Context: an optimization exercise on an open-source flow, tuned for small area and few clock cycles per item. The choices shown serve that exercise and are no tape-out recipe.
Only simulation tests tie the RTL to the original design; equivalence was not proved.
No driver is modelled on the clock port, so clocking that relies on it looks cheaper here than on a real chip.
Power figures rest on the tool's default switching activity, not on a simulated workload.

==> flow/design.v <==
package crf_pkg;
    localparam int CHAN_W  = 2;
    localparam int BTN_W   = 9;
    localparam int DPAD_W  = 4;
    localparam int AXIS_W  = 10;
    localparam int LEVEL_W = 10;
    localparam int MODE_W  = 8;
    localparam int RPT_W   = 13;
    localparam int VAL_W   = 8;
endpackage
module crf_stick_scale #(
    parameter bit NEG = 1'b0
) (
    input  logic [crf_pkg::AXIS_W-1:0] i_axis,
    output logic [crf_pkg::VAL_W-1:0]  o_value
);
    logic [9:0] x;
    assign x = i_axis;
    generate
        if (NEG) begin : g_neg
            logic t1;
            logic t2;
            logic t3;
            logic t4;
            logic t5;
            logic t6;
            logic t7;
            logic t8;
            logic t9;
            logic t10;
            logic t11;
            logic t12;
            logic t13;
            logic t14;
            logic t15;
            logic t16;
            logic t17;
            logic t18;
            logic t19;
            logic t20;
            logic t21;
            logic t22;
            logic t23;
            logic t24;
            logic t25;
            logic t26;
            logic t27;
            logic t28;
            logic t29;
            logic t30;
            logic t31;
            logic t32;
            logic t33;
            logic t34;
            logic t35;
            logic t36;
            logic t37;
            logic t38;
            logic t39;
            logic t40;
            logic t41;
            logic t42;
            logic t43;
            logic t44;
            logic t45;
            logic t46;
            logic t47;
            logic t48;
            logic t49;
            logic t50;
            logic t51;
            logic t52;
            logic t53;
            logic t54;
            logic t55;
            logic t56;
            logic t57;
            logic t58;
            logic t59;
            logic t60;
            logic t61;
            logic t62;
            logic t63;
            assign t1 = ~x[0];
            assign t2 = (t1 & x[3]) | (t1 & x[6]) | (x[3] & x[6]);
            assign t3 = t1 ^ x[3] ^ x[6];
            assign t4 = ~x[1];
            assign t5 = (t4 & x[4]) | (t4 & x[7]) | (x[4] & x[7]);
            assign t6 = t4 ^ x[4] ^ x[7];
            assign t7 = ~x[2];
            assign t8 = (t7 & x[5]) | (t7 & x[8]) | (x[5] & x[8]);
            assign t9 = t7 ^ x[5] ^ x[8];
            assign t10 = ~x[6];
            assign t11 = (x[3] & t10) | (x[3] & x[9]) | (t10 & x[9]);
            assign t12 = x[3] ^ t10 ^ x[9];
            assign t13 = ~x[4] | x[7];
            assign t14 = x[4] ^ x[7];
            assign t15 = ~x[5] | x[8];
            assign t16 = x[5] ^ x[8];
            assign t17 = t5 | t9;
            assign t18 = t5 ^ t9;
            assign t19 = ~t15;
            assign t20 = (x[6] & x[9]) | (x[6] & t19) | (x[9] & t19);
            assign t21 = x[6] ^ x[9] ^ t19;
            assign t22 = ~t12;
            assign t23 = (t8 & t22) | (t8 & t17) | (t22 & t17);
            assign t24 = t8 ^ t22 ^ t17;
            assign t25 = ~x[7] | ~t20;
            assign t26 = x[7] ^ t20;
            assign t27 = ~t11;
            assign t28 = (t14 & t27) | (t14 & t23) | (t27 & t23);
            assign t29 = t14 ^ t27 ^ t23;
            assign t30 = ~x[8] | t25;
            assign t31 = x[8] ^ t25;
            assign t32 = (t13 & t16) | (t13 & t28) | (t16 & t28);
            assign t33 = t13 ^ t16 ^ t28;
            assign t34 = x[9] | t30;
            assign t35 = x[9] ^ t30;
            assign t36 = x[0] & x[3];
            assign t37 = x[1] & x[4];
            assign t38 = x[1] | x[4];
            assign t39 = t37 | (t38 & t36);
            assign t40 = x[2] & x[5];
            assign t41 = x[2] | x[5];
            assign t42 = t40 | (t41 & t39);
            assign t43 = t3 | t42;
            assign t44 = t2 & t6;
            assign t45 = t2 | t6;
            assign t46 = t44 | (t45 & t43);
            assign t47 = ~t18 & t46;
            assign t48 = t18 ^ t46;
            assign t49 = t24 & t47;
            assign t50 = t24 ^ t47;
            assign t51 = t29 & t49;
            assign t52 = t29 ^ t49;
            assign t53 = t33 & t51;
            assign t54 = t33 ^ t51;
            assign t55 = ~t21;
            assign t56 = (t55 & t32) | (t55 & t53) | (t32 & t53);
            assign t57 = t55 ^ t32 ^ t53;
            assign t58 = ~t26 & t56;
            assign t59 = t26 ^ t56;
            assign t60 = t31 & t58;
            assign t61 = t31 ^ t58;
            assign t62 = ~t35 & t60;
            assign t63 = t35 ^ t60;
            assign o_value = {~t63, t61, ~t59, t57, t54, t52, t50, ~t48};
        end else begin : g_pos
            logic t1;
            logic t2;
            logic t3;
            logic t4;
            logic t5;
            logic t6;
            logic t7;
            logic t8;
            logic t9;
            logic t10;
            logic t11;
            logic t12;
            logic t13;
            logic t14;
            logic t15;
            logic t16;
            logic t17;
            logic t18;
            logic t19;
            logic t20;
            logic t21;
            logic t22;
            logic t23;
            logic t24;
            logic t25;
            logic t26;
            logic t27;
            logic t28;
            logic t29;
            logic t30;
            logic t31;
            logic t32;
            logic t33;
            logic t34;
            logic t35;
            logic t36;
            logic t37;
            logic t38;
            logic t39;
            logic t40;
            logic t41;
            logic t42;
            logic t43;
            logic t44;
            logic t45;
            logic t46;
            logic t47;
            logic t48;
            logic t49;
            logic t50;
            logic t51;
            logic t52;
            logic t53;
            logic t54;
            logic t55;
            logic t56;
            logic t57;
            logic t58;
            logic t59;
            logic t60;
            logic t61;
            logic t62;
            logic t63;
            logic t64;
            logic t65;
            logic t66;
            logic t67;
            assign t1 = ~x[0] | ~x[3];
            assign t2 = x[0] ^ x[3];
            assign t3 = ~x[0];
            assign t4 = (t3 & x[3]) | (t3 & x[6]) | (x[3] & x[6]);
            assign t5 = t3 ^ x[3] ^ x[6];
            assign t6 = ~x[1];
            assign t7 = (t6 & x[4]) | (t6 & x[7]) | (x[4] & x[7]);
            assign t8 = t6 ^ x[4] ^ x[7];
            assign t9 = ~x[2];
            assign t10 = (t9 & x[5]) | (t9 & x[8]) | (x[5] & x[8]);
            assign t11 = t9 ^ x[5] ^ x[8];
            assign t12 = ~x[6];
            assign t13 = (x[3] & t12) | (x[3] & x[9]) | (t12 & x[9]);
            assign t14 = x[3] ^ t12 ^ x[9];
            assign t15 = x[4] | ~x[7];
            assign t16 = x[4] ^ x[7];
            assign t17 = x[5] | ~x[8];
            assign t18 = x[5] ^ x[8];
            assign t19 = ~t1;
            assign t20 = (x[1] & x[4]) | (x[1] & t19) | (x[4] & t19);
            assign t21 = x[1] ^ x[4] ^ t19;
            assign t22 = ~t7 | ~t11;
            assign t23 = t7 ^ t11;
            assign t24 = (x[6] & x[9]) | (x[6] & t17) | (x[9] & t17);
            assign t25 = x[6] ^ x[9] ^ t17;
            assign t26 = (x[2] & x[5]) | (x[2] & t20) | (x[5] & t20);
            assign t27 = x[2] ^ x[5] ^ t20;
            assign t28 = ~t10;
            assign t29 = (t28 & t14) | (t28 & t22) | (t14 & t22);
            assign t30 = t28 ^ t14 ^ t22;
            assign t31 = x[7] | t24;
            assign t32 = x[7] ^ t24;
            assign t33 = (t16 & t13) | (t16 & t29) | (t13 & t29);
            assign t34 = t16 ^ t13 ^ t29;
            assign t35 = x[8] | t31;
            assign t36 = x[8] ^ t31;
            assign t37 = (t15 & t18) | (t15 & t33) | (t18 & t33);
            assign t38 = t15 ^ t18 ^ t33;
            assign t39 = ~x[9] | t35;
            assign t40 = x[9] ^ t35;
            assign t41 = ~x[1] & ~x[0];
            assign t42 = ~x[2] & t41;
            assign t43 = ~t2 & t42;
            assign t44 = ~t21 & t43;
            assign t45 = ~t27 & t44;
            assign t46 = ~t5 & ~t26;
            assign t47 = ~t5 | ~t26;
            assign t48 = t46 | (t47 & t45);
            assign t49 = ~t4 & ~t8;
            assign t50 = ~t4 | ~t8;
            assign t51 = t49 | (t50 & t48);
            assign t52 = ~t23 & t51;
            assign t53 = t23 ^ t51;
            assign t54 = t30 & t52;
            assign t55 = t30 ^ t52;
            assign t56 = t34 & t54;
            assign t57 = t34 ^ t54;
            assign t58 = t38 & t56;
            assign t59 = t38 ^ t56;
            assign t60 = (t25 & t37) | (t25 & t58) | (t37 & t58);
            assign t61 = t25 ^ t37 ^ t58;
            assign t62 = ~t32 & t60;
            assign t63 = t32 ^ t60;
            assign t64 = ~t36 & t62;
            assign t65 = t36 ^ t62;
            assign t66 = t40 & t64;
            assign t67 = t40 ^ t64;
            assign o_value = {t67, ~t65, ~t63, t61, t59, t57, t55, ~t53};
        end
    endgenerate
endmodule
module crf_trig_scale (
    input  logic [crf_pkg::LEVEL_W-1:0] i_level,
    input  logic                        i_btn,
    output logic [crf_pkg::VAL_W-1:0]   o_level,
    output logic                        o_btn
);
    logic       w_dec;
    logic [7:0] w_s;
    logic       w_hi;
    logic       w_zero;
    assign w_dec  = i_level[0] ? (i_level[8:0] >= 9'd501) : (i_level[8:1] != 8'd0);
    assign w_s    = i_level[9] ? 8'hFF : (i_level[8:1] - 8'(w_dec));
    assign w_hi   = i_level >= 10'd493;
    assign w_zero = i_level < 10'd3;
    assign o_level = (i_btn && (w_hi || w_zero)) ? 8'hFF : w_s;
    assign o_btn   = w_hi || (w_zero && i_btn);
endmodule
module crf_report_build (
    input  logic [crf_pkg::BTN_W-1:0]  i_buttons,
    input  logic [crf_pkg::DPAD_W-1:0] i_dpad,
    input  logic [crf_pkg::MODE_W-1:0] i_mode,
    input  logic [crf_pkg::VAL_W-1:0]  i_rx,
    input  logic [crf_pkg::VAL_W-1:0]  i_ry,
    input  logic [crf_pkg::VAL_W-1:0]  i_tl,
    input  logic [crf_pkg::VAL_W-1:0]  i_tr,
    input  logic                       i_tl_btn,
    input  logic                       i_tr_btn,
    output logic [crf_pkg::RPT_W-2:0]  o_buttons,    
    output logic [crf_pkg::VAL_W-1:0]  o_rx,
    output logic [crf_pkg::VAL_W-1:0]  o_ry,
    output logic [crf_pkg::VAL_W-1:0]  o_tl,
    output logic [crf_pkg::VAL_W-1:0]  o_tr
);
    logic w_low;        
    logic w_snib;       
    logic w_tnib;       
    logic w_tzero;      
    assign w_low   = (i_mode[7:2] == 6'd0);
    assign w_snib  = w_low && (i_mode[1] ^ i_mode[0]);
    assign w_tnib  = w_low && !i_mode[0];
    assign w_tzero = (i_mode == 8'd4);
    assign o_buttons = {i_dpad[2], i_dpad[3], i_dpad[1], i_dpad[0],
                        i_tr_btn, i_tl_btn, i_buttons[4], i_buttons[7] | i_buttons[8],
                        i_buttons[3:0]};
    assign o_rx = w_snib ? {4'd0, i_rx[7:4]} : i_rx;
    assign o_ry = w_snib ? {4'd0, i_ry[7:4]} : i_ry;
    assign o_tl = w_tzero ? 8'd0 : w_tnib ? {4'd0, i_tl[7:4]} : i_tl;
    assign o_tr = w_tzero ? 8'd0 : w_tnib ? {4'd0, i_tr[7:4]} : i_tr;
endmodule
module controller_report_formatter_unit (
    input  logic                              i_clk,
    input  logic                              i_rst_n,
    input  logic                              i_upd_valid,
    output logic                              o_upd_ready,
    input  logic [crf_pkg::CHAN_W-1:0]        i_upd_channel,
    input  logic [crf_pkg::BTN_W-1:0]         i_upd_button_bits,
    input  logic [crf_pkg::DPAD_W-1:0]        i_upd_dpad_bits,
    input  logic signed [crf_pkg::AXIS_W-1:0] i_upd_axis_left_x,
    input  logic signed [crf_pkg::AXIS_W-1:0] i_upd_axis_left_y,
    input  logic signed [crf_pkg::AXIS_W-1:0] i_upd_axis_right_x,
    input  logic signed [crf_pkg::AXIS_W-1:0] i_upd_axis_right_y,
    input  logic [crf_pkg::LEVEL_W-1:0]       i_upd_brake_level,
    input  logic [crf_pkg::LEVEL_W-1:0]       i_upd_throttle_level,
    input  logic [crf_pkg::MODE_W-1:0]        i_upd_analog_mode,
    output logic                              o_rpt_valid,
    input  logic                              i_rpt_ready,
    output logic [crf_pkg::CHAN_W-1:0]        o_rpt_out_channel,
    output logic [crf_pkg::RPT_W-1:0]         o_rpt_report_buttons,
    output logic [crf_pkg::VAL_W-1:0]         o_rpt_stick_lx,
    output logic [crf_pkg::VAL_W-1:0]         o_rpt_stick_ly,
    output logic [crf_pkg::VAL_W-1:0]         o_rpt_stick_rx,
    output logic [crf_pkg::VAL_W-1:0]         o_rpt_stick_ry,
    output logic [crf_pkg::VAL_W-1:0]         o_rpt_trig_left,
    output logic [crf_pkg::VAL_W-1:0]         o_rpt_trig_right
);
    logic                      r_valid;
    logic                      w_take;
    logic [crf_pkg::VAL_W-1:0] w_lx, w_ly, w_rx, w_ry, w_tl, w_tr;
    logic                      w_tl_btn, w_tr_btn;
    logic [crf_pkg::RPT_W-2:0] n_buttons;
    logic [crf_pkg::VAL_W-1:0] n_rx, n_ry, n_tl, n_tr;
    logic [crf_pkg::CHAN_W-1:0] r_channel;
    logic [crf_pkg::RPT_W-2:0]  r_buttons;
    logic [crf_pkg::VAL_W-1:0]  r_lx, r_ly, r_rx, r_ry, r_tl, r_tr;
    assign o_upd_ready = !r_valid || i_rpt_ready;
    assign w_take      = o_upd_ready && i_upd_valid;
    crf_stick_scale #(.NEG(1'b0)) u_lx (.i_axis(i_upd_axis_left_x),  .o_value(w_lx));
    crf_stick_scale #(.NEG(1'b1)) u_ly (.i_axis(i_upd_axis_left_y),  .o_value(w_ly));
    crf_stick_scale #(.NEG(1'b0)) u_rx (.i_axis(i_upd_axis_right_x), .o_value(w_rx));
    crf_stick_scale #(.NEG(1'b1)) u_ry (.i_axis(i_upd_axis_right_y), .o_value(w_ry));
    crf_trig_scale u_tl (
        .i_level (i_upd_brake_level),
        .i_btn   (i_upd_button_bits[5]),
        .o_level (w_tl),
        .o_btn   (w_tl_btn)
    );
    crf_trig_scale u_tr (
        .i_level (i_upd_throttle_level),
        .i_btn   (i_upd_button_bits[6]),
        .o_level (w_tr),
        .o_btn   (w_tr_btn)
    );
    crf_report_build u_build (
        .i_buttons (i_upd_button_bits),
        .i_dpad    (i_upd_dpad_bits),
        .i_mode    (i_upd_analog_mode),
        .i_rx      (w_rx),
        .i_ry      (w_ry),
        .i_tl      (w_tl),
        .i_tr      (w_tr),
        .i_tl_btn  (w_tl_btn),
        .i_tr_btn  (w_tr_btn),
        .o_buttons (n_buttons),
        .o_rx      (n_rx),
        .o_ry      (n_ry),
        .o_tl      (n_tl),
        .o_tr      (n_tr)
    );
    always_ff @(posedge i_clk) begin
        if (!i_rst_n) begin
            r_valid <= 1'b0;
        end else if (o_upd_ready) begin
            r_valid <= i_upd_valid;
        end
    end
    always_ff @(posedge i_clk) begin
        if (w_take) begin
            r_channel <= i_upd_channel;
            r_buttons <= n_buttons;
            r_lx      <= w_lx;
            r_ly      <= w_ly;
            r_rx      <= n_rx;
            r_ry      <= n_ry;
            r_tl      <= n_tl;
            r_tr      <= n_tr;
        end
    end
    assign o_rpt_valid          = r_valid;
    assign o_rpt_out_channel    = r_channel;
    assign o_rpt_report_buttons = {1'b1, r_buttons};
    assign o_rpt_stick_lx       = r_lx;
    assign o_rpt_stick_ly       = r_ly;
    assign o_rpt_stick_rx       = r_rx;
    assign o_rpt_stick_ry       = r_ry;
    assign o_rpt_trig_left      = r_tl;
    assign o_rpt_trig_right     = r_tr;
endmodule
==> flow/flow/run.sh <==
#!/bin/bash
# Own layout flow: the standard flow with these changes.
#  1. Synthesis is the standard synthesis script (synth_recipe.tcl, which sources ORFS's
#     synth.tcl) with three edits to a copy of synth.tcl:
#       - Yosys's "abc -fast" pre-mapping in synth's fine step is skipped (-noabc),
#       - no full or half adder cells are extracted (extract_fa is left out),
#  2. Ports are buffered with sky130_fd_sc_hd__buf_1 (every input and output still gets its
#     own buffer, as in the standard flow).
#  3. Clock tree synthesis takes its arguments from flow/cts_args.txt (clkbuf_4 buffers, no
#     dummy loads).
#  4. Everything after synthesis is standard.sh (the standard flow's own layout), unchanged.
# Each tool's output goes to a log file in this folder (synth.log, layout.log; ORFS's per-step
# logs are under orfs/logs).
set -euo pipefail
W=$PWD
S=$FLOW_HOME/scripts/synth.tcl
sed -e 's/synth -top \$::env(DESIGN_NAME) -run fine: {\*}\$synth_full_args/synth -top $::env(DESIGN_NAME) -run fine: -noabc {*}$synth_full_args/' \
    -e 's/^  extract_fa {\*}\[dont_use_extract_fa_args\]$/  puts "own flow: no adder extraction"/' \
    -e "s#^source \$::env(SCRIPTS_DIR)/synth_preamble.tcl\$#&\nlset abc_args 1 $W/flow/abc_area.script#" \
    "$S" > "$W/own_synth.tcl"
grep -q -- '-run fine: -noabc' "$W/own_synth.tcl"
grep -q -- 'own flow: no adder extraction' "$W/own_synth.tcl"
grep -q -- "^lset abc_args 1 $W/flow/abc_area.script" "$W/own_synth.tcl"
sed -e "s#\$::env(SCRIPTS_DIR)/synth.tcl#$W/own_synth.tcl#" "$W/synth_recipe.tcl" > "$W/own_synth_recipe.tcl"
grep -q "$W/own_synth.tcl" "$W/own_synth_recipe.tcl"
KNOBS=$(sed -n 's/^make .* SYNTH_SCRIPT=[^ ]* \(.*\) "\${@:-finish}"$/\1/p' "$W/standard.sh")
eval "make -C $FLOW_HOME DESIGN_CONFIG=$W/config.mk WORK_HOME=$W/orfs CLKGATE_MAP_FILE= SYNTH_SCRIPT=$W/own_synth_recipe.tcl $KNOBS synth" > "$W/synth.log" 2>&1
export BUFFER_PORTS_ARGS="-buffer_cell sky130_fd_sc_hd__buf_1"
export CTS_ARGS="$(cat "$W/flow/cts_args.txt")"
if [[ -f "$W/flow/pre_cts.tcl" ]]; then export PRE_CTS_TCL="$W/flow/pre_cts.tcl"; fi
bash "$W/standard.sh" > "$W/layout.log" 2>&1
==> flow/flow/abc_area.script <==
strash
ifraig
dc2
dch -f
amap
topo
stime -c
==> flow/flow/cts_args.txt <==
-sink_clustering_enable -repair_clock_nets -root_buf sky130_fd_sc_hd__clkbuf_4 -tree_buf sky130_fd_sc_hd__clkbuf_4 -buf_list sky130_fd_sc_hd__clkbuf_4 -dont_use_dummy_load
==> flow/flow/pre_cts.tcl <==
insert_buffer -buffer_cell sky130_fd_sc_hd__clkbuf_16 -net i_clk -buffer_name clkroot_buf -net_name clkroot
==> flow/standard.sh <==
#!/bin/bash
# synth_recipe.tcl (not shown) runs the flow's synth.tcl, then flattens the netlist and writes it again
# the make line also repeats each setting of config.mk as NAME=value (left out here)
make -C /OpenROAD-flow-scripts/flow DESIGN_CONFIG=/design/flow/config.mk WORK_HOME=/design/flow/orfs CLKGATE_MAP_FILE= SYNTH_SCRIPT=/design/flow/synth_recipe.tcl "${@:-finish}"
==> flow/config.mk <==
export PLATFORM = sky130hd
export DESIGN_NAME = controller_report_formatter_unit
export DESIGN_NICKNAME = controller_report_formatter_unit
export VERILOG_FILES = /design/flow/design.v
export SDC_FILE = /design/flow/constraint.sdc
export NUM_CORES = 4
export LEC_CHECK = 0
export CAP_MARGIN = 20
export CORE_MARGIN = 2
export CORE_UTILIZATION = 65
export CTS_BUF_LIST = sky130_fd_sc_hd__clkbuf_4
export SLEW_MARGIN = 20
==> flow/constraint.sdc <==
create_clock -name core_clock -period 8.0 [get_ports {i_clk}]
set_input_delay 1.6000 -clock core_clock [delete_from_list [all_inputs] [get_ports {i_clk}]]
set_output_delay 1.6000 -clock core_clock [all_outputs]
set_load 0.01 [all_outputs]
==> results.ini, run 1 <==
[outcome]
outcome=timing/DRC/antenna clean

[detailed_routing]
via_per_inst=5.882
vias=4523
drtPass1Iterations=5
drt-wirelength-per-cell_um=13.77
drc=0
first_iter_violations=342
finalWirelength_mm=10.59
antenna_left=0

[place]
dp.cells=759
pre_cts_ws_ns=3.101
hpwlAfterDp_mm=8.429
gp_congestion=0.8941
io_buffer_count=150

[pwr]
p_leak_nw=1.651
p_per_area_nw_per_um2=168.2
ir_worst_vdd_mv=0.1754
p_total_mw=0.8305

[logic_synthesis]
syn-num-nets=618
avgSynthCellArea_um2=7.844
ys_ff_latch=63
syn-cell-area_um2=4165
synthDistinctLibCells=38
ys_seq_area_share_pct=45.18
synth-edff-count=62
synth_warnings=1
ys.flop_type=edfxtp_1
netlist_instances=531
async_flop_share_pct=0

[floorplanning]
num_rows=29
ios=152
fp.dieW_um=84.05
chipHeight_um=84.05
core_area_um2=6277
start_util_pct=66.35
die_area_um2=7064

[timing]
tns_ns=0
final-hold-violation-count=0
setup_ws_ns=3.436
fin_crit_sh_pct=57.04
clock.fmax_mhz=219.1
setup-violations-final=0
finalClockSkew_ns=0.03617
relSlewSlack_pct=48.39
rsz0062_at_grt=false
worst_pin_slew_ns=0.7742
drv_slew=0
layout_min_cycle_time_ns=4.564

[final_layout]
area_delta_synth_final_pct=18.53
fillers=462
finalNonFillerCells=769
nNetsFinal=781
fin_util_pct=78.65
final_layout_size_suffix_gt1_share_pct=2.023
antennaDiodeCount=0

[cts]
clock_latency_ns=0.48
clkSinkCount=63
ctsResizeCount=0
postCtsSetupRepairBufs=0
holdBufCountCts=0
cts_tree=done
numCtsBuffers=9
clkTransAtPathRegs_ns=0.09

[global_route]
grt_max_degree=63
overflow=0
grt_pass1_vias=4097
grt.total_usage_pct=30.74
grt_pass1_wl_mm=17.87
antenna_found_initial=0

[critical_path]
startpoint_type=input pin
crit_path_end_kind=flip-flop
r2r_slack_ns=6.33
cp.required_ns=8.22
crit_arrival_ns=4.79
worstSetupPathType=input pin to flip-flop
critical_path.max_fanout=5

[worst_hold_path]
hold_class=flip-flop to flip-flop

[job]
timing.max_cap.violations=0

-- Yosys cell counts, types with 2 or more instances --
master,n,area share (%)
edfxtp_1,62,45
o211ai_1,4,0.72
nor4_1,3,0.45
a22oi_1,2,0.36
o22ai_1,28,4.2
o21ai_0,66,7.9
nand4_1,3,0.45
o21bai_1,3,0.54
a21oi_1,44,5.3
clkinv_1,69,6.2
nor2_1,124,11
o21a_1,13,2.3
nand3_1,2,0.24
or2_0,3,0.45
nor2b_1,6,0.90
a211oi_1,16,2.9
a31oi_1,5,0.75
a21o_1,6,1.1
a32oi_1,2,0.42
and2_0,5,0.75
nor3_1,4,0.48
a2111oi_0,2,0.42
o41ai_1,2,0.42
nand2_1,43,3.9
-- state kept, by name, summed over array words and instances (netlist names) --
name / count
r_ly: 8
r_valid: 1
r_lx: 8
r_channel: 2
r_ry: 8
r_tl: 8
r_rx: 8
r_tr: 8
r_buttons: 12
-- cell usage in the layout (no fill, tap or decap), types with 2 or more instances in the layout --
cell type  instances
a2111oi_0          2
a211oi_1          15
a21o_1             6
a21oi_1           44
a22oi_1            2
a31oi_1            5
a32oi_1            2
and2_0             5
buf_1            150
buf_4              2
clkbuf_4           9
clkinv_1          69
edfxtp_1          62
nand2_1           43
nand3_1            2
nand4_1            3
nor2_1           124
nor2b_1            5
nor3_1             4
nor4_1             3
o211ai_1           4
o21a_1            13
o21ai_0           66
o21bai_1           3
o22ai_1           28
o41ai_1            2
or2_0              3
-- per-layer routing --
metal  global-route usage [%]  vias up  wire length (µm)
li1                         -     2254                 -
met1                    37.83     1977              4183
met2                    55.70      259              5326
met3                    5.045       33               842
met4                    8.211        0               235
met5                        0        -                 0
-- stage by stage --
step,hold slack [ns],instance area (µm²)
floorplan,0.6716,4165
global route,0.7489,4937
finish,0.7249,4937
global placement,0.6752,4845
CTS,0.7310,4937
detailed placement,0.7164,4845
-- worst max-delay path, stage by stage --
cell	delay, ns
buf_1	0.19
clkinv_1	0.12
nor2_1	0.19
clkinv_1	0.15
o21ai_0	0.25
a21oi_1	0.17
nand2_1	0.13
and2_0	0.16
o21bai_1	0.16
nor2_1	0.06
o21ai_0	0.30
nand2_1	0.13
o21ai_0	0.16
nor2_1	0.07
a21oi_1	0.16
nand2_1	0.10
o211ai_1	0.14
nand2_1	0.15
nor2_1	0.19
nand2_1	0.09
o21a_1	0.12
-- kinds of logic after synthesis --
logic type | Yosys count | share of synthesized area, %
buf+inv | 70 | 6.398
flops | 63 | 45.18
simple gates | 197 | 19.47
xor+xnor | 1 | 0.2103
compound gates | 199 | 28.66
other cells | 1 | 0.09003
-- layout make-up, without the clock buffers --
class | count | area (µm²) | area share, %
timing repair buffer | 152 | 578.1 | 11.71
inverter | 69 | 259.0 | 5.246
multi-input combinational | 398 | 2029 | 41.10
tap | 77 | 96.34 | 1.951
sequential | 63 | 1882 | 38.11
-- report_power, final --
group	leakage, nW	switching, mW	internal, mW
Clock	0.0537	0.0981	0.0737
Sequential	0.599	0.00943	0.405
Combinational	0.998	0.160	0.0838
Total	1.65	0.268	0.563
-- final timing paths --
path	end	cells after the start	startpoint
worst max register to register	r_tr[2]$_SDFFCE_PN0P_	3	r_valid$_SDFFE_PN0P_
worst min register to register	r_valid$_SDFFE_PN0P_	2	r_valid$_SDFFE_PN0P_
worst min-delay path	r_valid$_SDFFE_PN0P_	2	r_valid$_SDFFE_PN0P_
worst max-delay path	r_ly[6]$_DFFE_PP_	21	i_upd_axis_left_y[5]
Testbench counts, summed over its fixed seeds: cycles 16,008, items 16,000.
==> run 2: changes to the inputs <==
--- a/flow/flow/run.sh
+++ b/flow/flow/run.sh
@@ -28,4 +28,3 @@
 export BUFFER_PORTS_ARGS="-buffer_cell sky130_fd_sc_hd__buf_1"
 export CTS_ARGS="$(cat "$W/flow/cts_args.txt")"
-if [[ -f "$W/flow/pre_cts.tcl" ]]; then export PRE_CTS_TCL="$W/flow/pre_cts.tcl"; fi
 bash "$W/standard.sh" > "$W/layout.log" 2>&1
==> flow/flow/abc_area.script (replaced) <==
strash
ifraig
dc2
&get -n
&deepsyn -T 60 -I 4
&put
dch -f
amap
topo
stime -c
removed: flow/flow/pre_cts.tcl
==> run 2 against run 1 <==
Effect of this change: still clean; combinational power is 4% lower; synthesized cell count down 9.2%; die area down 5.1%; design area is 5.1% lower; fmax down 21%; global-route usage is 0.51 points higher; wire length down 2.5%; critical path depth unchanged; clock power down 17%; final cell count shrank 6.8%; worst hold slack got worse by 0.015 ns.
==> results.ini, run 2 <==
[global_route]
use_met1_pct=37.01  ; -0.81 points
grt_max_degree=63  ; unchanged
grt.total_usage_pct=31.25  ; +0.51 points
grt_use_met2_pct=54.96  ; -0.74 points
busiest_layer=met2
use_met3_pct=4.835  ; -0.21 points
grt_pass1_wl_mm=16.10  ; -9.9%
antenna_found_initial=0  ; unchanged
overflow=0  ; unchanged
grt_pass1_vias=3716  ; -9.3%

[detailed_routing]
finalWirelength_mm=10.32  ; -2.5%
drt-wirelength-per-cell_um=14.40  ; +4.6%
via_per_inst=5.923  ; +0.71%
antenna_left=0  ; unchanged
first_iter_violations=311  ; -9.1%
drtPass1Iterations=5  ; unchanged
vias=4247  ; -6.1%
drc=0  ; unchanged

[cts]
holdBufCountCts=0  ; unchanged
clock_latency_ns=0.39  ; -0.09 ns
cts-root-buf=clkbuf_4
cts_buffer_depth=2
clkSinkCount=63  ; unchanged
postCtsSetupRepairBufs=0  ; unchanged
numCtsBuffers=9  ; unchanged
ctsResizeCount=0  ; unchanged
cts_tree=done
h-tree-depth=3
clkTransAtPathRegs_ns=0.10  ; about the same

[logic_synthesis]
synthDistinctLibCells=36  ; -5.3%
async_flop_share_pct=0  ; unchanged
netlist_instances=482  ; -9.2%
ys_seq_area_share_pct=47.73  ; +2.6 points
syn-cell-area_um2=3943  ; -5.3%
synth-edff-count=62  ; unchanged
ys.flop_type=edfxtp_1
synth.cells.most_frequent=96 x nor2_1, 62 x edfxtp_1, 60 x clkinv_1
synth.most_common_cell=nor2_1
ys_ff_latch=63  ; unchanged
synth_warnings=1  ; unchanged
synth.area.top_cells=edfxtp_1 47%, nor2_1 9.1%, a21oi_1 6.0%
synth_top_cell_by_area=edfxtp_1
syn-num-nets=569  ; -7.9%
post-synth-top-area-fraction_pct=47.22  ; +2.5 points
avgSynthCellArea_um2=8.180  ; +4.3%

[timing]
final-hold-violation-count=0  ; unchanged
worst_pin_slew_ns=0.7613  ; -0.01296 ns
relSlewSlack_pct=49.25  ; +0.86 points
rsz0062_at_grt=false
setup-violations-final=0  ; unchanged
clock.fmax_mhz=172.6  ; -21%
drv_slew=0  ; unchanged
finalClockSkew_ns=0.02729  ; -0.008886 ns
layout_min_cycle_time_ns=5.794  ; +1.231 ns
fin_crit_sh_pct=72.43  ; +15 points
tns_ns=0  ; unchanged

[final_layout]
regMostFlops=r_buttons
antennaDiodeCount=0  ; unchanged
final_layout_size_suffix_gt1_share_pct=2.025  ; about the same
layout_commonest_cell=buf_1
largest_reg_flops=12  ; unchanged
finalNonFillerCells=717  ; -6.8%
fin_util_pct=79.63  ; +0.98 points
area_delta_synth_final_pct=18.88
final_area_um2=4687  ; -5.1%
fillers=410  ; -11%
layout_common_cells=150 x buf_1, 96 x nor2_1, 62 x edfxtp_1
nNetsFinal=731  ; -6.4%

[critical_path]
reg2reg_depth=3  ; unchanged
cp.required_ns=8.11  ; -0.11 ns
crit_arrival_ns=5.90  ; +1.11 ns
worstSetupPathType=input pin to flip-flop
cp.depth=21  ; unchanged
crit_chain=buf_1, clkinv_1, o21ai_0, nor2_1, a21oi_1, o21a_1, nor2_1, o41ai_1, nor2_1, a21oi_1, nor3_1, o32ai_1, clkinv_1, a311oi_1, o22ai_1, o22ai_1, nand2_1, nor2_1, nor2_1, a221oi_1, o22ai_1
r2r_slack_ns=6.37  ; +0.04 ns
critPathSlowestCell=o32ai_1
critical_path.max_stage_delay_ns=0.52  ; +0.22 ns
cpMostUsedCell=nor2_1
critical_path.max_fanout=5  ; unchanged
r2r_start=r_valid$_SDFFE_PN0P_
crit_buf_inv=3  ; unchanged
rr_endpoint=r_rx[4]$_SDFFCE_PP0P_
crit_path_end_kind=flip-flop
crit_family=compound AO/OA/AOI/OAI gates
startpoint_type=input pin

[floorplanning]
start_util_pct=66.99  ; +0.63 points
chipHeight_um=81.88  ; -2.6%
fp.dieW_um=81.88  ; -2.6%
num_rows=28  ; -3.4%
ios=152  ; unchanged
core_area_um2=5886  ; -6.2%
die_area_um2=6704  ; -5.1%

[pwr]
ir_worst_vdd_mv=0.1092  ; -38%
p_total_mw=0.7876  ; -5.2%
p_per_area_nw_per_um2=168.0  ; about the same
p_leak_nw=1.527  ; -7.5%

[place]
gp_congestion=0.8973  ; +0.36%
placed_cell_area_um2=4619  ; -4.6%
io_buffer_count=150  ; unchanged
hpwlAfterDp_mm=8.225  ; -2.4%
dp.cells=708  ; -6.7%

[worst_hold_path]
hold_end=r_valid$_SDFFE_PN0P_
hp-start=r_valid$_SDFFE_PN0P_
hold_depth=2  ; unchanged
hold_class=flip-flop to flip-flop

[job]
timing.max_cap.violations=0  ; unchanged

[outcome]
outcome=timing/DRC/antenna clean

==> run 2: changes by cell type after synthesis, sizes merged, moves of 6 or more <==
cell / before / now
clkinv: 69 / 60
a21o: 6 / 0
o21ai: 66 / 43
or2: 3 / 9
nor2: 124 / 96
nor3: 4 / 13
a211oi: 16 / 7
==> run 2: worst max path at each step <==
stage	to	start
2_1_floorplan	r_rx[2]$_DFFE_PP_	i_upd_axis_right_x[7]
3_5_place_dp	r_ry[2]$_DFFE_PP_	i_upd_axis_right_y[7]
5_1_grt	r_rx[2]$_DFFE_PP_	i_upd_axis_right_x[7]
4_1_cts	r_ry[2]$_DFFE_PP_	i_upd_axis_right_y[7]
3_3_place_gp	r_rx[3]$_DFFE_PP_	i_upd_axis_right_x[7]
6_report	r_ry[2]$_DFFE_PP_	i_upd_axis_right_y[7]
==> run 2: metal layers <==
layer / routed length, µm / part of all wire, % / vias to the layer above
li1: - / - / 2085
met1: 3911 / 38 / 1897
met2: 5210 / 50 / 222
met3: 825 / 8.0 / 43
met4: 375 / 3.6 / 0
met5: 0 / 0 / -
==> run 2: cells by family (layout without fill, tap and decap cells) <==
kind of cell	count (synthesis)	count (layout)	share of synthesized area (%)
other	1	1	0.09512
DFF	63	63	47.73
buffers and inverters	61	221	5.903
AOI/OAI and AO/OA	172	172	26.31
and+or+nand+nor	185	185	19.96
==> run 2: through the flow <==
stage | worst slack [ns] | hold slack [ns]
6_report | 2.206 | 0.7101
2_1_floorplan | 2.628 | 0.6716
4_1_cts | 2.318 | 0.7151
5_1_grt | 1.575 | 0.7511
3_5_place_dp | 1.928 | 0.7003
3_3_place_gp | 2.128 | 0.6716
==> run 2: report_power, final <==
part	switching, mW	internal, mW	total (mW)
Combinational	0.154	0.0795	0.234
Clock	0.0902	0.0522	0.142
Sequential	0.00786	0.404	0.412
==> run 2: cell type report <==
type                            count  area (µm²)  area share, %
Sequential cell                    63        1882          40.15
Multi-Input combinational cell    358        1841          39.27
Timing Repair Buffer              152       578.1          12.33
Inverter                           60       225.2          4.805
Tap cell                           75       93.84          2.002
Clock buffer                        9       67.56          1.442
==> run 2: worst reg2reg max path, delay by kind of cell (launching register included) <==
kind,cells,cell delay (ns)
DFF,1,0.32
buffers and inverters,1,0.60
and+or+nand+nor,2,0.29
==> run 3: changes to the inputs <==
==> flow/flow/abc_area.script (replaced) <==
strash
ifraig
dc2
dch -f
amap
topo
stime -c
==> flow/flow/cts_args.txt (replaced) <==
-sink_clustering_enable -repair_clock_nets -root_buf sky130_fd_sc_hd__clkbuf_4 -tree_buf sky130_fd_sc_hd__clkbuf_4 -buf_list sky130_fd_sc_hd__clkbuf_4 -dont_use_dummy_load -sink_clustering_size 20 -sink_clustering_max_diameter 300 -sink_clustering_levels 1
==> run 3 against run 2 <==
Effect of this change: sequential power barely moved; combinational power rose by 4%; die area rose by 5.4%; synthesized area rose by 5.6%; critical path depth did not move; wire length rose by 1.9%; final cell count rose by 7.1%; via count rose by 6.7%; core utilization fell by 1.4 points; clock-buffer cell count did not move; design area rose by 4.8%; critical endpoint is now r_ly[6]$_DFFE_PP_; highest routed layer unchanged.
==> results.ini, run 3 <==
[outcome]
outcome=timing/DRC/antenna clean

[critical_path]
r2r_slack_ns=6.35  ; -0.02 ns
crit_family=compound AO/OA/AOI/OAI gates
reg2reg_depth=3  ; unchanged
cp.required_ns=8.11  ; about the same
crit_path_end_kind=flip-flop
crit_buf_inv=3  ; unchanged
worstSetupPathType=input pin to flip-flop
critical_path.max_fanout=5  ; unchanged
cpMostUsedCell=nand2_1
crit_chain=buf_1, clkinv_1, nor2_1, clkinv_1, o21ai_0, a21oi_1, nand2_1, and2_0, o21bai_1, nor2_1, o21ai_0, nand2_1, o21ai_0, nor2_1, a21oi_1, nand2_1, o211ai_1, nand2_1, nor2_1, nand2_1, o21a_1
critical_path.max_stage_delay_ns=0.31  ; -0.21 ns
crit_arrival_ns=4.77  ; -1.13 ns
cp.depth=21  ; unchanged
critPathSlowestCell=o21ai_0
startpoint_type=input pin

[final_layout]
antennaDiodeCount=0  ; unchanged
fillers=467  ; +14%
ff_latch_area_um2=1882  ; unchanged
final_layout_size_suffix_gt1_share_pct=1.881  ; -0.14 points
layout_commonest_cell=buf_1
fin_util_pct=78.25  ; -1.4 points
nNetsFinal=780  ; +6.7%
layout_common_cells=150 x buf_1, 124 x nor2_1, 69 x clkinv_1
area_delta_synth_final_pct=17.93
multi_input_area_um2=2029  ; +10%
regMostFlops=r_buttons
largest_reg_flops=12  ; unchanged

[pwr]
p_comb_share_pct=30.3  ; +0.6 points
ir_worst_vdd_mv=0.1246  ; +14%
p_clk_share_pct=18.2  ; about the same
switching_share_pct=32.75  ; +0.73 points
p_int_mw=0.5412  ; +1.1%
p_seq_share_pct=51.5  ; -0.8 points
p_leak_nw=1.639  ; +7.3%
switchingPower_mw=0.2636  ; +4.5%
p_per_area_nw_per_um2=163.8  ; -2.5%

[global_route]
grt.total_usage_pct=30.72  ; -0.53 points
grt_max_degree=63  ; unchanged
grt_pass1_wl_mm=17.84  ; +11%
antenna_found_initial=0  ; unchanged
overflow=0  ; unchanged
grt_pass1_vias=4096  ; +10%

[detailed_routing]
antenna_left=0  ; unchanged
via_per_inst=5.900  ; -0.40%
first_iter_violations=306  ; -1.6%
finalWirelength_mm=10.52  ; +1.9%
drc=0  ; unchanged
vias=4531  ; +6.7%
drt-wirelength-per-cell_um=13.70  ; -4.8%
drtPass1Iterations=5  ; unchanged

[logic_synthesis]
ys_seq_area_share_pct=45.18  ; -2.6 points
synthSimpleGateAreaFrac_pct=19.47  ; -0.50 points
async_flop_share_pct=0  ; unchanged
synth_top_cell_by_area=edfxtp_1
synth.cells.most_frequent=124 x nor2_1, 69 x clkinv_1, 66 x o21ai_0
synthAdderAreaFrac_pct=0  ; unchanged
synthDistinctLibCells=38  ; +5.6%
syn-num-nets=618  ; +8.6%
synthMuxAreaShare_pct=0  ; unchanged
synth-edff-count=62  ; unchanged
synth_top_family_by_area=compound AO/OA/AOI/OAI gates
ys.flop_type=edfxtp_1
avgSynthCellArea_um2=7.844  ; -4.1%
synth.area.top_cells=edfxtp_1 45%, nor2_1 11%, o21ai_0 7.9%
netlist_instances=531  ; +10%
synth.most_common_cell=nor2_1
synth_warnings=1  ; unchanged
syn-cell-area_um2=4165  ; +5.6%
post-synth-top-area-fraction_pct=44.70  ; -2.5 points
synth-compound-area-share_pct=28.66  ; +2.3 points
ys_ff_latch=63  ; unchanged
synth_xor_xnor_area_share_pct=0.2103  ; +0.21 points

[timing]
setup-violations-final=0  ; unchanged
finalClockSkew_ns=0.03299  ; +0.005704 ns
clock.fmax_mhz=214.8  ; +24%
drv_slew=0  ; unchanged
tns_ns=0  ; unchanged
relSlewSlack_pct=49.25  ; about the same
layout_min_cycle_time_ns=4.656  ; -1.138 ns
final-hold-violation-count=0  ; unchanged
hold_slack_ns=0.7247  ; +0.01465 ns
fin_crit_sh_pct=58.21  ; -14 points
rsz0062_at_grt=false
worst_pin_slew_ns=0.7613  ; +0.00005323 ns

[floorplanning]
num_rows=29  ; +3.6%
fp.dieW_um=84.05  ; +2.7%
die_area_um2=7064  ; +5.4%
start_util_pct=66.35  ; -0.63 points
chipHeight_um=84.05  ; +2.7%
core_area_um2=6277  ; +6.7%
ios=152  ; unchanged

[worst_hold_path]
hold_class=flip-flop to flip-flop
hold_depth=2  ; unchanged

[place]
hpwlAfterDp_mm=8.429  ; +2.5%
gp_congestion=0.8941  ; -0.36%
io_buffer_count=150  ; unchanged

[cts]
cts-root-buf=clkbuf_4
h-tree-depth=3  ; unchanged
postCtsSetupRepairBufs=0  ; unchanged
cts_buffer_depth=2  ; unchanged
cts_tree=done
numCtsBuffers=9  ; unchanged
clock_latency_ns=0.36  ; -0.03 ns
clkTransAtPathRegs_ns=0.09  ; about the same
clkSinkCount=63  ; unchanged
holdBufCountCts=0  ; unchanged
ctsResizeCount=0  ; unchanged

[job]
timing.max_cap.violations=0  ; unchanged

==> run 3: cell types whose count changed after synthesis, moves of 3 or more <==
| cell | previous run | this run |
|---|---|---|
| a22oi_1 | 5 | 2 |
| o211ai_1 | 0 | 4 |
| o21ai_0 | 43 | 66 |
| o22ai_1 | 31 | 28 |
| a21oi_1 | 47 | 44 |
| o21bai_1 | 0 | 3 |
| clkinv_1 | 60 | 69 |
| or2_0 | 9 | 3 |
| nor3_1 | 13 | 4 |
| a211oi_1 | 7 | 16 |
| a21o_1 | 0 | 6 |
| nor2_1 | 96 | 124 |
| a31oi_1 | 9 | 5 |
==> run 3: through the flow <==
| stage | instance area [µm²] | cells | power (mW) | worst slack [ns] |
|---|---|---|---|---|
| finish | 4912 | 768 | 0.8048 | 3.344 |
| global route | 4912 | 768 | 0.8525 | 2.972 |
| CTS | 4912 | 768 | 0.8011 | 3.468 |
| detailed placement | 4845 | 759 | 0.6599 | 3.101 |
| global placement | 4845 | 759 | 0.6468 | 3.323 |
| floorplan | 4165 | 531 | 0.5784 | 3.078 |
==> run 3: worst paths after layout <==
| kind | start | end |
|---|---|---|
| min | r_valid$_SDFFE_PN0P_ | r_valid$_SDFFE_PN0P_ |
| max reg2reg | r_valid$_SDFFE_PN0P_ | r_ry[6]$_SDFFCE_PP0P_ |
| min reg2reg | r_valid$_SDFFE_PN0P_ | r_valid$_SDFFE_PN0P_ |
| max | i_upd_axis_left_y[5] | r_ly[6]$_DFFE_PP_ |
==> run 3: final cells by class <==
class / instances / share of cell area [%]
inverter: 69 / 5.273
multi-input combinational: 398 / 41.31
tap: 77 / 1.961
timing repair buffer: 152 / 11.77
sequential: 63 / 38.31
clock buffer: 9 / 1.375
==> run 3: layer usage <==
metal | GRT usage [%] | vias up | routed length, µm
met4 | 8.211 | 0 | 239
met1 | 37.57 | 1981 | 4104
met5 | 0 | - | 0
li1 | - | 2253 | -
met2 | 55.70 | 265 | 5290
met3 | 5.341 | 32 | 887
==> run 3: power groups by stage <==
| stage | Clock [mW] | Combinational (mW) | Sequential [mW] |
|---|---|---|---|
| 3_5_place_dp | 0 | 0.238 | 0.422 |
| 2_1_floorplan | 0 | 0.140 | 0.438 |
| 5_1_grt | 0.161 | 0.274 | 0.417 |
| 6_report | 0.146 | 0.244 | 0.414 |
| 4_1_cts | 0.146 | 0.240 | 0.415 |
| 3_3_place_gp | 0 | 0.226 | 0.420 |
==> run 3: kinds of logic after synthesis <==
group | Yosys count
buffers and inverters | 70
DFF | 63
xor gates and xnor gates | 1
AOI/OAI and AO/OA | 199
other | 1
and+or+nand+nor | 197
==> run 3: tightest hold or removal path, cell delays in order (launching register included) <==
cell and delay, ns:
dfxtp_1 0.33, nor2b_1 0.18, o21a_1 0.18
==> run 4: changes to the inputs <==
==> flow/flow/cts_args.txt (replaced) <==
-sink_clustering_enable -repair_clock_nets -root_buf sky130_fd_sc_hd__clkbuf_4 -tree_buf sky130_fd_sc_hd__clkbuf_4 -buf_list sky130_fd_sc_hd__clkbuf_4 -dont_use_dummy_load -num_static_layers 1 -sink_clustering_size 20 -sink_clustering_max_diameter 300
==> run 4 against run 3 <==
Effect of this change: synthesized area is the same; clock power is essentially flat; worst hold slack is essentially flat; largest cell class unchanged.
==> results.ini, run 4 <==
[outcome]
outcome=timing/DRC/antenna clean

[global_route]
grt_pass1_wl_mm=17.72  ; -0.69%
overflow=0  ; unchanged
antenna_found_initial=0  ; unchanged
grt_max_degree=63  ; unchanged
grt_pass1_vias=4084  ; -0.29%
grt.total_usage_pct=30.97  ; +0.25 points

[cts]
cts_tree=done
clkSinkCount=63  ; unchanged
cts-root-buf=clkbuf_4
holdBufCountCts=0  ; unchanged
cts_buffer_depth=2  ; unchanged
postCtsSetupRepairBufs=0  ; unchanged
numCtsBuffers=9  ; unchanged
clock_latency_ns=0.39  ; +0.03 ns
ctsResizeCount=0  ; unchanged
clkTransAtPathRegs_ns=0.09  ; about the same
h-tree-depth=3  ; unchanged

[final_layout]
finalNonFillerCells=768  ; unchanged
area_delta_synth_final_pct=17.93  ; unchanged
nNetsFinal=780  ; unchanged
regMostFlops=r_buttons
antennaDiodeCount=0  ; unchanged
fillers=469  ; +0.43%
final_layout_size_suffix_gt1_share_pct=1.881  ; unchanged
layout_commonest_cell=buf_1
layout_common_cells=150 x buf_1, 124 x nor2_1, 69 x clkinv_1
multi_input_area_um2=2029  ; unchanged
fin_util_pct=78.25  ; unchanged
ff_latch_area_um2=1882  ; unchanged
largest_reg_flops=12  ; unchanged

[detailed_routing]
finalWirelength_mm=10.46  ; -0.60%
via_per_inst=5.875  ; -0.42%
drt-wirelength-per-cell_um=13.62  ; -0.60%
drc=0  ; unchanged
drtPass1Iterations=7  ; +2
vias=4512  ; -0.42%
antenna_left=0  ; unchanged
first_iter_violations=313  ; +2.3%

[critical_path]
startpoint_type=input pin
reg2reg_depth=3  ; unchanged
worstSetupPathType=input pin to flip-flop
critPathSlowestCell=o21ai_0
crit_buf_inv=3  ; unchanged
crit_path_end_kind=flip-flop
r2r_slack_ns=6.36  ; about the same
critical_path.max_stage_delay_ns=0.31  ; about the same
crit_arrival_ns=4.77  ; about the same
crit_chain=buf_1, clkinv_1, nor2_1, clkinv_1, o21ai_0, a21oi_1, nand2_1, and2_0, o21bai_1, nor2_1, o21ai_0, nand2_1, o21ai_0, nor2_1, a21oi_1, nand2_1, o211ai_1, nand2_1, nor2_1, nand2_1, o21a_1
rr_endpoint=r_ry[3]$_DFFE_PP_
critical_path.max_fanout=5  ; unchanged
r2r_start=r_valid$_SDFFE_PN0P_
cpMostUsedCell=nand2_1
crit_family=compound AO/OA/AOI/OAI gates
cp.required_ns=8.14  ; +0.03 ns

[pwr]
p_leak_nw=1.639  ; unchanged
ir_worst_vdd_mv=0.1201  ; -3.6%
p_per_area_nw_per_um2=164.0  ; +0.12%
p_total_mw=0.8058  ; +0.12%

[timing]
tns_ns=0  ; unchanged
finalClockSkew_ns=0.01917  ; -0.01382 ns
final-hold-violation-count=0  ; unchanged
clock.fmax_mhz=215.9  ; +0.53%
drv_slew=0  ; unchanged
fin_crit_sh_pct=57.90  ; -0.30 points
rsz0062_at_grt=false
worst_pin_slew_ns=0.7647  ; +0.003349 ns
relSlewSlack_pct=49.02  ; -0.22 points
setup-violations-final=0  ; unchanged
layout_min_cycle_time_ns=4.632  ; -0.02437 ns

[job]
timing.max_cap.violations=0  ; unchanged

[floorplanning]
chipHeight_um=84.05  ; unchanged
core_area_um2=6277  ; unchanged
ios=152  ; unchanged
num_rows=29  ; unchanged
die_area_um2=7064  ; unchanged
start_util_pct=66.35  ; unchanged
fp.dieW_um=84.05  ; unchanged

[worst_hold_path]
hold_end=r_valid$_SDFFE_PN0P_
hold_class=flip-flop to flip-flop
hp-start=r_valid$_SDFFE_PN0P_
hold_depth=2  ; unchanged

[logic_synthesis]
ys_seq_area_share_pct=45.18  ; unchanged
async_flop_share_pct=0  ; unchanged
syn-cell-area_um2=4165  ; unchanged
ys.flop_type=edfxtp_1
synth-edff-count=62  ; unchanged
post-synth-top-area-fraction_pct=44.70  ; unchanged
synthDistinctLibCells=38  ; unchanged
synth.area.top_cells=edfxtp_1 45%, nor2_1 11%, o21ai_0 7.9%
ys_ff_latch=63  ; unchanged
synth_warnings=1  ; unchanged
avgSynthCellArea_um2=7.844  ; unchanged
synth_top_cell_by_area=edfxtp_1
netlist_instances=531  ; unchanged
synth.cells.most_frequent=124 x nor2_1, 69 x clkinv_1, 66 x o21ai_0
syn-num-nets=618  ; unchanged
synth.most_common_cell=nor2_1

[place]
gp_congestion=0.8941  ; unchanged
io_buffer_count=150  ; unchanged
dp.cells=759  ; unchanged
hpwlAfterDp_mm=8.429  ; unchanged

[run 4: report_power, final]
group / internal, mW / switching [mW]
Clock: 0.0522 / 0.0958
Sequential: 0.405 / 0.00921
Combinational: 0.0838 / 0.160
Total: 0.541 / 0.265
[run 4: worst max path at each step]
stage                          startpoint                     end  slack [ns]  depth (start not counted)
floorplan                     i_rpt_ready  r_buttons[0]$_DFFE_PP_        3.08                          2
global placement    i_upd_axis_right_x[8]       r_rx[2]$_DFFE_PP_        3.32                         20
detailed placement   i_upd_axis_left_y[5]       r_ly[6]$_DFFE_PP_        3.10                         21
CTS                  i_upd_axis_left_y[5]       r_ly[6]$_DFFE_PP_        3.49                         21
global route        i_upd_axis_right_y[5]       r_ry[2]$_DFFE_PP_        2.98                         21
finish               i_upd_axis_left_y[5]       r_ly[6]$_DFFE_PP_        3.37                         21
[run 4: layer usage]
layer  routed length (µm)  vias up  global-route usage (%)
li1                     -     2251                       -
met1                 4111     1977                   37.48
met2                 5168      256                   53.97
met3                  923       28                   7.319
met4                  255        0                   10.70
met5                    0        -                       0
[run 4: metrics by stage]
stage	hold WS (ns)	setup slack [ns]	area [µm²]
after floorplan	0.6716	3.078	4165
after global placement	0.6752	3.323	4845
after detailed placement	0.7164	3.101	4845
after CTS	0.7308	3.493	4912
after global routing	0.7489	2.984	4912
final	0.7251	3.368	4912
[run 4: worst min-delay path, delay by kind of cell (launching register included)]
kind            cells  cell delay, ns
flops               1            0.33
simple gates        1            0.18
compound gates      1            0.18
[run 4: layout make-up]
cell class | instances | share of cell area (%)
multi-input cells | 398 | 41.31
flip-flops and latches | 63 | 38.31
repair buffers | 152 | 11.77
inverters | 69 | 5.273
well taps | 77 | 1.961
clock buffers | 9 | 1.375
[run 4: kinds of logic after synthesis]
logic type,after synthesis,synth area share [%]
AOI/OAI and AO/OA,199,28.66
and+or+nand+nor,197,19.47
buffers and inverters,70,6.398
DFF,63,45.18
xor gates and xnor gates,1,0.2103
other,1,0.09003

port drivers added, routing unchanged:
Ports are ideal in the flow. The routed layouts listed here were re-timed in OpenROAD. Step 1 assumes that a clkbuf_16 drives the clock port and a buf_2 every other input. Step 2 moves the port delays by t, midway between the first and last clock arrival at a register: inputs arrive t later, outputs are due t later. That takes back most of the time a late clock gives input paths. a / b / c = no drivers / after step 1 / after step 2; a / b = the first two.
| run | t (ns) | setup slack, ns | hold slack, ns |
|---|---|---|---|
| run 1 | 0.487 | 3.436 / 3.435 / 2.948 | 0.725 / 0.725 / 0.725 |
| run 2 | 0.399 | 2.206 / 2.207 / 1.808 | 0.710 / 0.710 / 0.710 |
| run 3 | 0.380 | 3.344 / 3.350 / 2.970 | 0.725 / 0.725 / 0.725 |
| run 4 | 0.410 | 3.368 / 3.374 / 2.964 | 0.725 / 0.725 / 0.725 |
After both steps setup and hold are still met in every run listed. The setup slack of run 1, which loses most, moves by -0.001 ns with the drivers and by -0.488 ns with both steps.
